This is an optimization exercise on Yosys and OpenROAD, whose aim is small area, not a production implementation. The RTL was checked by simulation tests, not by an equivalence proof against the original design. Power figures rest on the tool's default switching activity, not on a simulated workload.

===== design/flow/constraint.sdc =====
create_clock -name core_clock -period 5.0 [get_ports {clk}]
set_input_delay 1.0000 -clock core_clock [delete_from_list [all_inputs] [get_ports {clk}]]
set_output_delay 1.0000 -clock core_clock [all_outputs]
set_load 0.01 [all_outputs]

===== design/flow/design.v =====
module alu_issue_stage #(
    parameter int XLEN  = 32,
    parameter int NREGS = 32
) (
    input  logic            clk,
    input  logic            rst,
    input  logic            instr_valid,
    input  logic [31:0]     instr,
    output logic            instr_ready,
    input  logic            flush,
    output logic            ex_valid,
    input  logic            ex_ready,
    output logic [XLEN-1:0] op1,
    output logic [XLEN-1:0] op2,
    output logic [XLEN-1:0] imm,
    output logic [6:0]      opcode,
    output logic [2:0]      func3,
    output logic [6:0]      func7,
    output logic [4:0]      rd,
    output logic            rd_we,
    output logic            illegal_instr,
    input  logic            wb_en,
    input  logic [4:0]      wb_rd,
    input  logic [XLEN-1:0] wb_data
);
    localparam logic [6:0] OPC_OP    = 7'b0110011;
    localparam logic [6:0] OPC_OPIMM = 7'b0010011;
    logic [XLEN-1:0] rf_q [1:NREGS-1];
    logic            valid_q, illegal_q;
    logic            nz_q;       
    logic            isOp_q;     
    logic [XLEN-1:0] op1_q, op2_q;
    logic [2:0]      func3_q;
    logic [6:0]      func7_q;
    logic [4:0]      rd_q;
    logic [4:0]      rs1Addr, rs2Addr, rdAddr;
    logic [2:0]      f3;
    logic            isOp, isOpImm, accept, take, hold;
    logic            wbAny, byp1, byp2;
    logic [XLEN-1:0] immExt, wz;
    logic            phase_q, phase_d;
    logic [6:0]      f7;
    assign instr_ready = !valid_q || ex_ready;
    assign accept      = instr_valid && instr_ready;
    assign rdAddr  = instr[11:7];
    assign f3      = instr[14:12];
    assign rs1Addr = instr[19:15];
    assign rs2Addr = instr[24:20];
    assign isOp    = (instr[6:0] == OPC_OP);
    assign isOpImm = (instr[6:0] == OPC_OPIMM);
    assign take = !rst && !flush && accept && (isOp || isOpImm);
    assign hold = !rst && !take;
    assign immExt = {{(XLEN-12){instr[31]}}, instr[31:20]};
    assign f7     = (isOp || (f3[1:0] == 2'b01)) ? instr[31:25] : 7'd0;
    assign wbAny = wb_en && (wb_rd != 5'd0);
    assign phase_d = !rst && !phase_q;
    assign wz      = wb_data ^ {XLEN{phase_q}};    
    always_ff @(posedge clk) phase_q <= phase_d;
    logic [NREGS-1:1] wsel, wholdN, rsel1, rsel2;
    issue_dec #(.N(NREGS)) u_wdec (.force_on(rst), .en(wb_en), .a(wb_rd), .y(wsel), .yn(wholdN));
    for (genvar i = 1; i < NREGS; i++) begin : g_rf
        logic [XLEN-1:0] d;
        issue_rf_wsel #(.W(XLEN)) u_wsel (.we(wsel[i]), .hold(wholdN[i]), .wz(wz), .q(rf_q[i]), .d(d));
        always_ff @(posedge clk) rf_q[i] <= d;
    end
    assign byp1 = wbAny && (wb_rd == rs1Addr);
    assign byp2 = wbAny && (wb_rd == rs2Addr);
    logic [XLEN-1:0]   op1_d, op2_d;
    logic [NREGS:0]    sel1;
    logic [NREGS+1:0]  sel2;
    logic [(NREGS+1)*XLEN-1:0] din1;
    logic [(NREGS+2)*XLEN-1:0] din2;
    issue_rdec #(.N(NREGS)) u_rdec1 (.en(take), .m(wholdN), .a(rs1Addr), .y(rsel1));
    issue_rdec #(.N(NREGS)) u_rdec2 (.en(take && isOp), .m(wholdN), .a(rs2Addr), .y(rsel2));
    always_comb begin
        for (int i = 1; i < NREGS; i++) begin
            sel1[i-1] = rsel1[i];
            sel2[i-1] = rsel2[i];
            din1[(i-1)*XLEN +: XLEN] = rf_q[i];
            din2[(i-1)*XLEN +: XLEN] = rf_q[i];
        end
        sel1[NREGS-1] = take && byp1;
        sel1[NREGS]   = hold;
        din1[(NREGS-1)*XLEN +: XLEN] = wb_data;
        din1[NREGS*XLEN +: XLEN]     = op1_q;
        sel2[NREGS-1] = take && isOp && byp2;
        sel2[NREGS]   = hold;
        sel2[NREGS+1] = take && isOpImm;
        din2[(NREGS-1)*XLEN +: XLEN] = wb_data;
        din2[NREGS*XLEN +: XLEN]     = op2_q;
        din2[(NREGS+1)*XLEN +: XLEN] = immExt;
    end
    logic flip1, flip2, flip1_q, flip2_q;
    assign flip1 = phase_q && take && !byp1 && (rs1Addr != 5'd0);
    assign flip2 = phase_q && take && isOp && !byp2 && (rs2Addr != 5'd0);
    issue_sel_or #(.N(NREGS+1), .W(XLEN)) u_rd1 (.sel(sel1), .din(din1), .dout(op1_d));
    issue_sel_or #(.N(NREGS+2), .W(XLEN)) u_rd2 (.sel(sel2), .din(din2), .dout(op2_d));
    always_ff @(posedge clk) begin
        op1_q     <= op1_d;
        op2_q     <= op2_d;
        flip1_q   <= (hold && flip1_q) || flip1;
        flip2_q   <= (hold && flip2_q) || flip2;
        func3_q   <= ({3{hold}} & func3_q) | ({3{take}} & f3);
        func7_q   <= ({7{hold}} & func7_q) | ({7{take}} & f7);
        rd_q      <= ({5{hold}} & rd_q)    | ({5{take}} & rdAddr);
        nz_q      <= (hold && nz_q)   || take;
        isOp_q    <= (hold && isOp_q) || (take && isOp);
        valid_q   <= take || (!rst && !flush && valid_q && !ex_ready);
        illegal_q <= !rst && !flush && accept && !(isOp || isOpImm);
    end
    logic isOpImm_q;
    assign isOpImm_q = nz_q && !isOp_q;
    assign ex_valid      = valid_q;
    assign rd_we         = valid_q && (rd_q != 5'd0);
    assign illegal_instr = illegal_q;
    for (genvar b = 0; b < XLEN; b++) begin : g_out
        issue_xor2 u_x1 (.a(op1_q[b]), .b(flip1_q), .y(op1[b]));
        issue_xor2 u_x2 (.a(op2_q[b]), .b(flip2_q), .y(op2[b]));
    end
    assign imm           = {{(XLEN-12){op2_q[11] && isOpImm_q}}, op2_q[11:0] & {12{isOpImm_q}}};
    assign opcode        = {1'b0, isOp_q, nz_q, 2'b00, nz_q, nz_q};
    assign func3         = func3_q;
    assign func7         = func7_q;
    assign rd            = rd_q;
endmodule
module issue_sel_or #(
    parameter int N = 2,
    parameter int W = 32
) (
    input  logic [N-1:0]       sel,
    input  logic [N*W-1:0]     din,
    output logic [W-1:0]       dout
);
    localparam int G = (N + 2) / 3;    
    for (genvar b = 0; b < W; b++) begin : g_bit
        logic [G-1:0] grpN;            
        for (genvar g = 0; g < G; g++) begin : g_grp
            if (3*g + 2 < N) begin : g_3
                issue_aoi222 u_aoi (
                    .a0(sel[3*g]),   .b0(din[(3*g)*W + b]),
                    .a1(sel[3*g+1]), .b1(din[(3*g+1)*W + b]),
                    .a2(sel[3*g+2]), .b2(din[(3*g+2)*W + b]),
                    .y(grpN[g]));
            end else if (3*g + 1 < N) begin : g_2
                issue_aoi22 u_aoi (
                    .a0(sel[3*g]),   .b0(din[(3*g)*W + b]),
                    .a1(sel[3*g+1]), .b1(din[(3*g+1)*W + b]),
                    .y(grpN[g]));
            end else begin : g_1
                issue_nand2 u_aoi (.a(sel[3*g]), .b(din[(3*g)*W + b]), .y(grpN[g]));
            end
        end
        issue_nand_or #(.N(G)) u_or (.a(grpN), .y(dout[b]));
    end
endmodule
module issue_aoi222 (
    input  logic a0, b0, a1, b1, a2, b2,
    output logic y
);
    assign y = !((a0 && b0) || (a1 && b1) || (a2 && b2));
endmodule
module issue_aoi22 (
    input  logic a0, b0, a1, b1,
    output logic y
);
    assign y = !((a0 && b0) || (a1 && b1));
endmodule
module issue_nand2 (
    input  logic a, b,
    output logic y
);
    assign y = !(a && b);
endmodule
module issue_nand_or #(
    parameter int N = 2
) (
    input  logic [N-1:0] a,
    output logic         y
);
    localparam int M = (N + 3) / 4;
    logic [M-1:0] part;
    for (genvar m = 0; m < M; m++) begin : g_part
        localparam int LO = 4 * m;
        localparam int HI = (4 * m + 3 < N) ? 4 * m + 3 : N - 1;
        issue_nand_n #(.N(HI - LO + 1)) u_nand (.a(a[HI:LO]), .y(part[m]));
    end
    issue_or_n #(.N(M)) u_or (.a(part), .y(y));
endmodule
module issue_nand_n #(
    parameter int N = 2
) (
    input  logic [N-1:0] a,
    output logic         y
);
    assign y = !(&a);
endmodule
module issue_or_n #(
    parameter int N = 2
) (
    input  logic [N-1:0] a,
    output logic         y
);
    assign y = |a;
endmodule
module issue_xor2 (
    input  logic a, b,
    output logic y
);
    assign y = a ^ b;
endmodule
module issue_rf_wsel #(
    parameter int W = 32
) (
    input  logic         we,
    input  logic         hold,
    input  logic [W-1:0] wz,
    input  logic [W-1:0] q,
    output logic [W-1:0] d
);
    for (genvar b = 0; b < W; b++) begin : g_bit
        issue_oai22 u_oa (.a0(q[b]), .a1(we), .b0(hold), .b1(wz[b]), .y(d[b]));
    end
endmodule
module issue_oai22 (
    input  logic a0, a1, b0, b1,
    output logic y
);
    assign y = !((a0 || a1) && (b0 || b1));
endmodule
module issue_dec #(
    parameter int N = 32
) (
    input  logic         force_on,
    input  logic         en,
    input  logic [4:0]   a,
    output logic [N-1:1] y,
    output logic [N-1:1] yn
);
    logic [3:0] lo;
    logic [7:0] hi;
    always_comb begin
        for (int j = 0; j < 4; j++) lo[j] = en && (a[1:0] == j);
        for (int k = 0; k < 8; k++) hi[k] = (a[4:2] == k);
        for (int i = 1; i < N; i++) begin
            y[i]  = force_on || (lo[i % 4] && hi[i / 4]);
            yn[i] = force_on || !(lo[i % 4] && hi[i / 4]);
        end
    end
endmodule
module issue_rdec #(
    parameter int N = 32
) (
    input  logic         en,
    input  logic [N-1:1] m,
    input  logic [4:0]   a,
    output logic [N-1:1] y
);
    always_comb begin
        for (int i = 1; i < N; i++) y[i] = en && m[i] && (a == i);
    end
endmodule

===== design/flow/standard.sh =====
#!/bin/bash
# synth_recipe.tcl (not shown) runs the flow's synth.tcl, then flattens the netlist and writes it again
# the make line also repeats each setting of config.mk as NAME=value (left out here)
make -C /OpenROAD-flow-scripts/flow DESIGN_CONFIG=/design/flow/config.mk WORK_HOME=/design/flow/orfs CLKGATE_MAP_FILE= SYNTH_SCRIPT=/design/flow/synth_recipe.tcl "${@:-finish}"

===== design/flow/flow/run.sh =====
#!/bin/bash
# Standard ORFS layout with two changes: ports buffered with the smallest buffer,
# and a clock tree of larger sink clusters without dummy loads.
set -euo pipefail
export BUFFER_PORTS_ARGS="-buffer_cell sky130_fd_sc_hd__buf_1"
export CTS_ARGS="-sink_clustering_enable -repair_clock_nets -dont_use_dummy_load -buf_list sky130_fd_sc_hd__clkbuf_8 -sink_clustering_buffer sky130_fd_sc_hd__clkbuf_16 -sink_clustering_size 24 -sink_clustering_max_diameter 100"
bash standard.sh > flow_make.log 2>&1

===== design/flow/config.mk =====
export PLATFORM = sky130hd
export DESIGN_NAME = alu_issue_stage
export DESIGN_NICKNAME = alu_issue_stage
export VERILOG_FILES = /design/flow/design.v
export SDC_FILE = /design/flow/constraint.sdc
export NUM_CORES = 4
export LEC_CHECK = 0
export CAP_MARGIN = 20
export CORE_MARGIN = 2
export CORE_UTILIZATION = 55
export PLACE_DENSITY = 0.75
export SLEW_MARGIN = 20
export SYNTH_HIERARCHICAL = 1

==> impl_metrics.ini, run 1 <==
[status]
run_status = finished clean

[clock_network]
cts_tree = yes
cts_repair_resize_count = 0
clock_sinks = 1078
clk_pin_slew_ps = 100
cts_root_buf = clkbuf_8
clockBufferDepth = 3
clock_latency_ps = 810
htree_levels = 2
numCtsBuffers = 50
holdBufCountCts = 0
post-cts-setup-buffers = 0

[final_layout]
syn_to_final_growth_pct = 12.2
fill_cells = 5968
drive_gt1_frac = 0.0886
final_nets = 3947
final_cell_area_mm2 = 0.0444
fin_util = 0.622

[floorplan]
dieWidth_um = 272
start_util = 0.554
io_pins = 197
dieArea_mm2 = 0.0741
std_cell_rows = 98
core_area_mm2 = 0.0714
die_y_um = 272

[sta]
finalCritPeriodShare = 0.834
setup-tns-final_ps = 0
worst_clock_skew_ps = 58.5
maxSlewHeadroom = 0.145
worst-slew-pin-transition_ps = 1280
drv_slew = 0
setup_viol = 0
period_needed_ps = 4170
setup_ws_ps = 830
fmax_ghz = 0.240
finalHoldViolations = 0
rsz0062_at_grt = no

[power_and_ir_drop]
power_density_mw_per_mm2 = 351
ir_worst_vdd_uv = 288
leakage_nw = 16.3
total_power_mw = 15.6

[drt]
ant_nets = 0
routed_wl_mm = 185
top_layer = met5
dr_wl_met3_mm = 35.0
wl_met2_mm = 69.6
wl_per_cell_um = 38.4
vias = 43100
drc = 0
first_pass_iters = 17
via_per_inst = 8.92
routedLengthMet1_mm = 59.5
first_iter_violations = 12100

[worst_setup_path]
crit_path_end_kind = flop
crit_type = in -> reg
crit_fanout = 32
critPathRequiredTime_ps = 5690
cp-start-kind = input port
critPathArrivalTime_ps = 4860

[placement]
port_buffers = 193
pre_cts_slack_ps = 515
placed_cell_area_mm2 = 0.0431
dpl.hpwl_mm = 109
place_congestion = 1.03

[logic_synthesis]
ys_top_cells_by_area = dfxtp_1 (55%), a222oi_1 (18%), o22ai_1 (16%)
synth-main-ff-cell = dfxtp_1
yosysWarnings = 11
async_flop_share = 0
syn_inst = 3462
synth.ff_latch_count = 1078
netlist.area_leader.share = 0.546
synth.distinct_cells = 48
syn-cell-area_mm2 = 0.0396
yosys.area.top_type = dfxtp_1
avgSynthCellArea_um2 = 11.4
yosysSeqAreaShare = 0.546
synth_edf_count = 0

[global_route]
grt_remaining_overflow = 0
antenna_found_initial = 15
track_usage = 0.474
grt_start_max_net_pins = 66
grt_pass1_wl_mm = 263
first_global_vias = 39300

[hold_path]
worst_hold_path_type = in -> reg

[job]
cap_violations = 0
## per-module statistics from Yosys, one instance, submodules excluded, a selection
| module | copies in the design | flip-flops and latches |
|---|---|---|
| alu_issue_stage | 1 | 1078 |
| issue_aoi222 | 704 | 0 |
| issue_xor2 | 64 | 0 |
| issue_oai22 | 992 | 0 |
| issue_nand2 | 32 | 0 |
## path summary, 6_finish.rpt
| path | startpoint | end | slack, ps | cells after the start |
|---|---|---|---|---|
| setup / recovery | wb_rd[2] | op2_q[18] | 830 | 8 |
| hold reg to reg | rf_q[17][22] | rf_q[17][22] | 470 | 1 |
| hold / removal | instr[9] | rd_q[2] | 460 | 2 |
| setup reg to reg | valid_q | op2_q[9] | 1120 | 10 |
## registers in the layout, indices dropped and copies added (netlist names), 3 cells and up
signal,count
func3_q,3
func7_q,7
rf_q,992
op2_q,32
rd_q,5
op1_q,32
## stage by stage
step | hold slack [ps] | instances
4_1_cts | 448 | 4820
3_3_place_gp | 450 | 4770
2_1_floorplan | 442 | 3464
5_1_grt | 467 | 4822
3_5_place_dp | 459 | 4770
6_report | 463 | 4828
## Yosys cell counts (6+ instances only)
| master | count |
|---|---|
| nand4_1 | 162 |
| and4_1 | 6 |
| a22o_1 | 15 |
| nand2_1 | 65 |
| nor2_1 | 8 |
| and4b_1 | 9 |
| a222oi_1 | 704 |
| nand3_1 | 32 |
| nor2b_1 | 6 |
| and4bb_2 | 10 |
| and3_1 | 57 |
| and2_1 | 15 |
| xnor2_1 | 8 |
| buf_2 | 15 |
| xor2_1 | 98 |
| buf_4 | 31 |
| dfxtp_1 | 1078 |
| or3_1 | 64 |
| a21o_1 | 32 |
| o22ai_1 | 992 |
## placed cells by master (no fill, tap or decap), drive strengths merged, types with 2 or more instances in the layout
cell	instances
o22ai	992
xor2	98
nand4	163
a22o	15
and2	17
xnor2	8
o21ai	3
buf	409
a21o	32
clkbuf	52
or4	4
a21oi	2
nor4b	6
nor2	10
nor3	2
nand3b	2
nor3b	5
or3	64
conb	3
and3	58
and4bb	10
and4	6
dfxtp	1078
and4b	9
and3b	5
nand2	65
nor2b	6
inv	2
nand3	32
a222oi	704
nor4	2
diode	8
## critical path: stages
cell and delay [ps]:
buf_1 500, nor3b_4 910, nand2_1 490, and3_1 290, buf_4 280, a222oi_1 460, nand4_1 390, or3_1 470
## per-layer routing
layer	global-route usage	up-vias
met2	0.631	4917
met3	0.204	1353
li1	-	16800
met4	0.405	10
met1	0.584	20100
met5	0	-
## layout make-up
cell class	instances	area, µm²	area share
repair buffers	411	2490	0.0561
inverters	3	12.5	0.000282
flip-flops and latches	1078	21600	0.487
multi-input cells	2328	17900	0.403
diodes	8	20.0	0.000451
clock buffers	50	1190	0.0269
well taps	950	1190	0.0268
## power breakdown
group | total [mW] | switching (mW) | internal [mW] | leakage (nW)
Clock | 4.40 | 2.72 | 1.68 | 0.591
Sequential | 9.76 | 0.527 | 9.24 | 9.02
Combinational | 1.43 | 0.926 | 0.503 | 6.73
## logic make-up (layout without fill, tap and decap cells)
| kind of cell | after synthesis | after routing | synth area share |
|---|---|---|---|
| AO/OA/AOI/OAI | 1752 | 1752 | 0.346 |
| flip-flops | 1078 | 1078 | 0.546 |
| AND/OR/NAND/NOR | 467 | 467 | 0.0752 |
| XOR/XNOR | 106 | 106 | 0.0235 |
| buffers and inverters | 58 | 464 | 0.00971 |
| other | 1 | 11 | 0.0000948 |
==> run 2: changes to the inputs <==
--- a/design/flow/config.mk
+++ b/design/flow/config.mk
@@ -8,6 +8,5 @@
 export CAP_MARGIN = 20
 export CORE_MARGIN = 2
 export CORE_UTILIZATION = 55
-export PLACE_DENSITY = 0.75
 export SLEW_MARGIN = 20
 export SYNTH_HIERARCHICAL = 1
==> impl_metrics.ini, run 2 <==
[drt]
ant_nets = 0
first_iter_violations = 11700
via_per_inst = 9.17
vias = 44100
drc = 0
first_pass_iters = 14
routed_wl_mm = 204
wl_per_cell_um = 42.3

[clock_network]
post-cts-setup-buffers = 0
numCtsBuffers = 50
htree_levels = 2
cts_tree = yes
clock_latency_ps = 850
holdBufCountCts = 0
clock_sinks = 1078
clk_pin_slew_ps = 100
cts_repair_resize_count = 0
clockBufferDepth = 3
cts_root_buf = clkbuf_8

[placement]
port_buffers = 193
place_inst = 4749
dpl.hpwl_mm = 117
pre_cts_slack_ps = 404
place_congestion = 0.963

[floorplan]
io_pins = 197
die_y_um = 272
dieArea_mm2 = 0.0741
std_cell_rows = 98
start_util = 0.554
dieWidth_um = 272
core_area_mm2 = 0.0714

[logic_synthesis]
avgSynthCellArea_um2 = 11.4
synthMostInstantiatedCell = dfxtp_1
synth.distinct_cells = 48
synth_edf_count = 0
synth.ff_latch_count = 1078
synthTopCellsByCount = dfxtp_1 (1078), o22ai_1 (992), a222oi_1 (704), nand4_1 (162), xor2_1 (98)
netlist.area_leader.share = 0.546
yosys.area.top_type = dfxtp_1
synth-main-ff-cell = dfxtp_1
yosysSeqAreaShare = 0.546
yosysWarnings = 11
async_flop_share = 0
syn-cell-area_mm2 = 0.0396
syn_inst = 3462
ys_top_cells_by_area = dfxtp_1 (55%), a222oi_1 (18%), o22ai_1 (16%)

[sta]
worst_clock_skew_ps = 57.5
finalCritPeriodShare = 0.877
drv_slew = 0
setup-tns-final_ps = 0
maxSlewHeadroom = 0.0482
fmax_ghz = 0.228
period_needed_ps = 4380
setup_viol = 0
setup_ws_ps = 617
worst-slew-pin-transition_ps = 1430
finalHoldViolations = 0
rsz0062_at_grt = no

[final_layout]
most-common-layout-cells = dfxtp_1 (1075), o22ai_1 (992), a222oi_1 (704)
final_cell_count_no_fill = 4812
syn_to_final_growth_pct = 11.6
regMostFlops = rf_q
final_common_cell = dfxtp_1
regArea_mm2 = 0.0216
largest_reg_flops = 992
reg.largest.list = rf_q: 992 flops, op1_q: 32 flops, op2_q: 32 flops
final_nets = 3926
multi_input_area_mm2 = 0.0179
fill_cells = 5937
drive_gt1_frac = 0.0847

[global_route]
grt_pass1_wl_mm = 287
track_usage = 0.524
grt_remaining_overflow = 0
first_global_vias = 41900
antenna_found_initial = 16
grt_start_max_net_pins = 53

[worst_setup_path]
crit_type = in -> reg
reg2reg_slack_ps = 830
r2r-start = valid_q
critPathRequiredTime_ps = 5680
critPathArrivalTime_ps = 5060
crit_fanout = 17
rr_worst_depth = 9
worstReg2RegEnd = op1_q[15]
crit_path_end_kind = flop
cp-start-kind = input port

[power_and_ir_drop]
total_power_mw = 15.7
power_density_mw_per_mm2 = 355
leakage_nw = 16.2
ir_worst_vdd_uv = 355

[job]
cap_violations = 0

[status]
run_status = finished clean

[hold_path]
worstHoldStart = instr[14]
min_delay_worst_endpoint = func3_q[2]
worst_hold_path_type = in -> reg
min_path_cells = 2
==> run 2: kinds of logic (layout without fill, tap and decap cells) <==
| group | after synthesis | count (layout) | share of synthesized area |
|---|---|---|---|
| compound gates | 1752 | 1752 | 0.346 |
| flops | 1078 | 1078 | 0.546 |
| simple gates | 467 | 467 | 0.0752 |
| xor+xnor | 106 | 106 | 0.0235 |
| buf+inv | 58 | 443 | 0.00971 |
| other cells | 1 | 16 | 0.0000948 |
==> run 2: per-layer routing <==
metal,GRT usage,vias to the layer above,part of all wire
li1,-,16700,-
met1,0.629,21000,0.33
met2,0.725,4883,0.40
met3,0.220,1480,0.17
met4,0.439,8,0.10
met5,0.00770,-,0.00041
==> run 2: critical path, stage by stage <==
cell and delay (ps):
buf_1 510, nor3b_4 500, nand2_1 190, and3_1 660
buf_4 500, a222oi_1 460, nand4_1 610, or3_1 560
==> run 2: worst max-delay path by stage <==
stage | from | end | slack [ps] | cells past startpoint
floorplan | instr[3] | op1_q[0] | 570 | 6
global placement | wb_rd[2] | op1_q[17] | 490 | 8
detailed placement | wb_rd[2] | op1_q[15] | 400 | 8
CTS | wb_rd[2] | op1_q[15] | 1190 | 8
global route | wb_rd[3] | op1_q[15] | 840 | 8
finish | wb_rd[3] | op1_q[15] | 620 | 8
==> run 2: cell type report <==
class                      count  share of cell area
timing repair buffer         390              0.0502
clock buffer                  50              0.0271
sequential                  1078               0.489
multi-input combinational   2328               0.405
antenna                       13            0.000737
inverter                       3            0.000284
tap                          950              0.0269
==> run 2: Yosys stat by module (local to each module, per instance), excerpt <==
module           flops+latches  cell area (µm²)
alu_issue_stage           1078            22700
issue_aoi222                 0             10.0
issue_nand2                  0             3.75
issue_oai22                  0             6.26
issue_xor2                   0             8.76
==> run 2: through the flow <==
step | instance area (µm²) | utilization | hold WS [ps]
2_1_floorplan | 39600 | - | 442
3_3_place_gp | 42900 | 0.601 | 449
3_5_place_dp | 42900 | 0.601 | 459
4_1_cts | 44100 | 0.618 | 435
5_1_grt | 44100 | 0.618 | 433
6_report | 44100 | 0.618 | 422
==> run 2: power breakdown <==
group	internal (mW)	total (mW)	switching, mW
sequential	9.24	9.77	0.528
clock	1.68	4.45	2.77
combinational	0.503	1.44	0.940
total	11.4	15.7	4.24
==> run 3: changes to the inputs <==
--- a/design/flow/config.mk
+++ b/design/flow/config.mk
@@ -7,6 +7,7 @@
 export LEC_CHECK = 0
 export CAP_MARGIN = 20
 export CORE_MARGIN = 2
-export CORE_UTILIZATION = 55
+export CORE_UTILIZATION = 60
+export PLACE_DENSITY = 0.75
 export SLEW_MARGIN = 20
 export SYNTH_HIERARCHICAL = 1
==> impl_metrics.ini, run 3 <==
[status]
run_status = finished clean

[clock_network]
clockBufferDepth = 3
cts_repair_resize_count = 0
cts_root_buf = clkbuf_8
clock_latency_ps = 830
clk_pin_slew_ps = 100
cts_tree = yes
post-cts-setup-buffers = 0
clock_sinks = 1078
htree_levels = 2
numCtsBuffers = 51
holdBufCountCts = 0

[power_and_ir_drop]
leakage_nw = 16.1
total_power_mw = 15.7
ir_worst_vdd_uv = 283
power_density_mw_per_mm2 = 357

[logic_synthesis]
ys_top_cells_by_area = dfxtp_1 (55%), a222oi_1 (18%), o22ai_1 (16%)
synthTopCellsByCount = dfxtp_1 (1078), o22ai_1 (992), a222oi_1 (704), nand4_1 (162), xor2_1 (98)
yosysWarnings = 11
synthMostInstantiatedCell = dfxtp_1
yosysSeqAreaShare = 0.546
synth-main-ff-cell = dfxtp_1
yosys.area.top_type = dfxtp_1
avgSynthCellArea_um2 = 11.4
synth.distinct_cells = 48
syn_inst = 3462
async_flop_share = 0
netlist.area_leader.share = 0.546
synth_edf_count = 0
syn-cell-area_mm2 = 0.0396
synth.ff_latch_count = 1078

[sta]
rsz0062_at_grt = no
setup_viol = 0
drv_slew = 0
worst-slew-pin-transition_ps = 1350
setup-tns-final_ps = 0
maxSlewHeadroom = 0.103
finalCritPeriodShare = 0.933
worst_clock_skew_ps = 69.8
period_needed_ps = 4660
fmax_ghz = 0.214
finalHoldViolations = 0

[final_layout]
syn_to_final_growth_pct = 11.0
fill_cells = 4996
multi_input_area_mm2 = 0.0179
final_common_cell = dfxtp_1
drive_gt1_frac = 0.0804
reg.largest.list = rf_q: 992 flops, op1_q: 32 flops, op2_q: 32 flops
final_nets = 3907
regMostFlops = rf_q
most-common-layout-cells = dfxtp_1 (1075), o22ai_1 (992), a222oi_1 (704)
largest_reg_flops = 992
regArea_mm2 = 0.0216

[worst_setup_path]
worst_path_most_repeated_cell = buf_4
crit_family = simple AND/OR/NAND/NOR gates
crit_type = in -> reg
crit_fanout = 41
slowest_stage = and3_1
worst-path-buf-inv = 3
slowest_delay_ps = 740
critPathRequiredTime_ps = 5650
cp-start-kind = input port
critPathArrivalTime_ps = 5310
crit_chain = clkbuf_2, buf_4, nor4b_4, nand2_1, and3_1, buf_4, a222oi_1, nand4_1, or3_1
crit_path_end_kind = flop

[floorplan]
io_pins = 197
dieWidth_um = 261
die_y_um = 261
start_util = 0.604
std_cell_rows = 94
dieArea_mm2 = 0.0680
core_area_mm2 = 0.0655

[global_route]
first_global_vias = 40600
grt_remaining_overflow = 0
grt_pass1_wl_mm = 276
track_usage = 0.550
antenna_found_initial = 17
grt_start_max_net_pins = 57

[drt]
first_iter_violations = 12600
drc = 0
first_pass_iters = 14
wl_per_cell_um = 41.7
routed_wl_mm = 196
via_per_inst = 9.32
vias = 43800
ant_nets = 0

[placement]
place_congestion = 1.05
dpl.hpwl_mm = 115
port_buffers = 193

[job]
cap_violations = 0

[hold_path]
worst_hold_path_type = in -> reg
[run 3: changes by cell type in the layout (fill, tap and decap cells not counted), sizes merged]
cell | previous run | this run
buf | 389 | 369
diode | 13 | 9
clkbuf | 51 | 52
[run 3: cell families after synthesis]
group	count (synthesis)	share of synthesized area
xor gates and xnor gates	106	0.0235
DFF	1078	0.546
and+or+nand+nor	467	0.0752
other	1	0.0000948
AOI/OAI and AO/OA	1752	0.346
buffers and inverters	58	0.00971
[run 3: Yosys stat by module (local to each module, per instance), a selection]
module | cells inside | cell area [µm²]
issue_oai22 | 1 | 6.26
issue_nand2 | 1 | 3.75
issue_xor2 | 1 | 8.76
issue_aoi222 | 1 | 10.0
alu_issue_stage | 1221 | 22700
[run 3: report_power, final]
group / internal, mW / switching (mW) / total (mW) / leakage [nW]
sequential: 9.24 / 0.540 / 9.78 / 9.02
clock: 1.71 / 2.75 / 4.46 / 0.603
combinational: 0.497 / 0.933 / 1.43 / 6.51
[run 3: layout make-up]
class	count	area share
Multi-Input combinational cell	2328	0.407
Sequential cell	1078	0.492
Inverter	3	0.000285
Antenna cell	9	0.000513
Timing Repair Buffer	370	0.0482
Tap cell	864	0.0246
Clock buffer	51	0.0278
[run 3: path summary, 6_finish.rpt]
kind	from	endpoint	slack [ps]	depth (start not counted)
worst max register to register	valid_q	op1_q[0]	930	10
worst min register to register	rf_q[26][28]	rf_q[26][28]	470	1
worst max-delay path	rst	op1_q[10]	340	9
worst min-delay path	instr[7]	rd_q[0]	440	2
[run 3: stage by stage]
step            util  setup slack, ps  hold slack, ps  cell area, µm²  cells
2_1_floorplan      -              571             442           39600   3464
3_3_place_gp   0.651              192             449           42700   4643
3_5_place_dp   0.651              158             458           42700   4643
4_1_cts        0.670              959             439           43900   4694
5_1_grt        0.670              523             462           43900   4698
6_report       0.670              337             439           43900   4703
[run 3: per-layer routing]
| layer | vias up | track usage | wire (µm) |
|---|---|---|---|
| met2 | 5158 | 0.744 | 75800 |
| met1 | 20500 | 0.660 | 61500 |
| li1 | 16700 | - | - |
| met5 | - | 0.00641 | 137 |
| met3 | 1473 | 0.246 | 37200 |
| met4 | 20 | 0.468 | 21400 |

==> static timing again, ports no longer ideal <==
How much do the figures lean on ideal ports? The routed layouts below were timed once more, with nothing changed but the port constraints. Step 1 (the two cells are an assumption about what drives the block):
set clk [get_ports {clk}]
set_driving_cell -lib_cell sky130_fd_sc_hd__clkbuf_16 $clk
set_driving_cell -lib_cell sky130_fd_sc_hd__buf_2 [delete_from_list [all_inputs] $clk]
Step 2 adds t to the input delays and takes it off the output delays; t is the mean of the earliest and latest rising clock arrival at the registers after step 1. Input paths then give back, and output paths get back, about the clock's delay inside the block. Three values: ideal, step 1, step 2; two values: the first two.
| run | shift t [ns] | setup slack, ns | slew at the worst register clock pin (ns) | worst data-port slew with drivers (ns) | cell pins on the clock port's net |
|---|---|---|---|---|---|
| run 1 | 0.845 | 0.830 / 0.862 / 0.017 | 0.11 / 0.11 | 0.05 | 1 |
| run 2 | 0.891 | 0.617 / 0.654 / -0.236 | 0.11 / 0.11 | 0.11 | 1 |
| run 3 | 0.863 | 0.337 / 0.377 / -0.486 | 0.10 / 0.10 | 0.07 | 1 |
With both steps, setup timing fails in run 2 and run 3, where it was met with ideal ports. For run 2, which loses most, drivers alone change the setup slack by +0.037 ns; drivers and shift together by -0.853 ns.
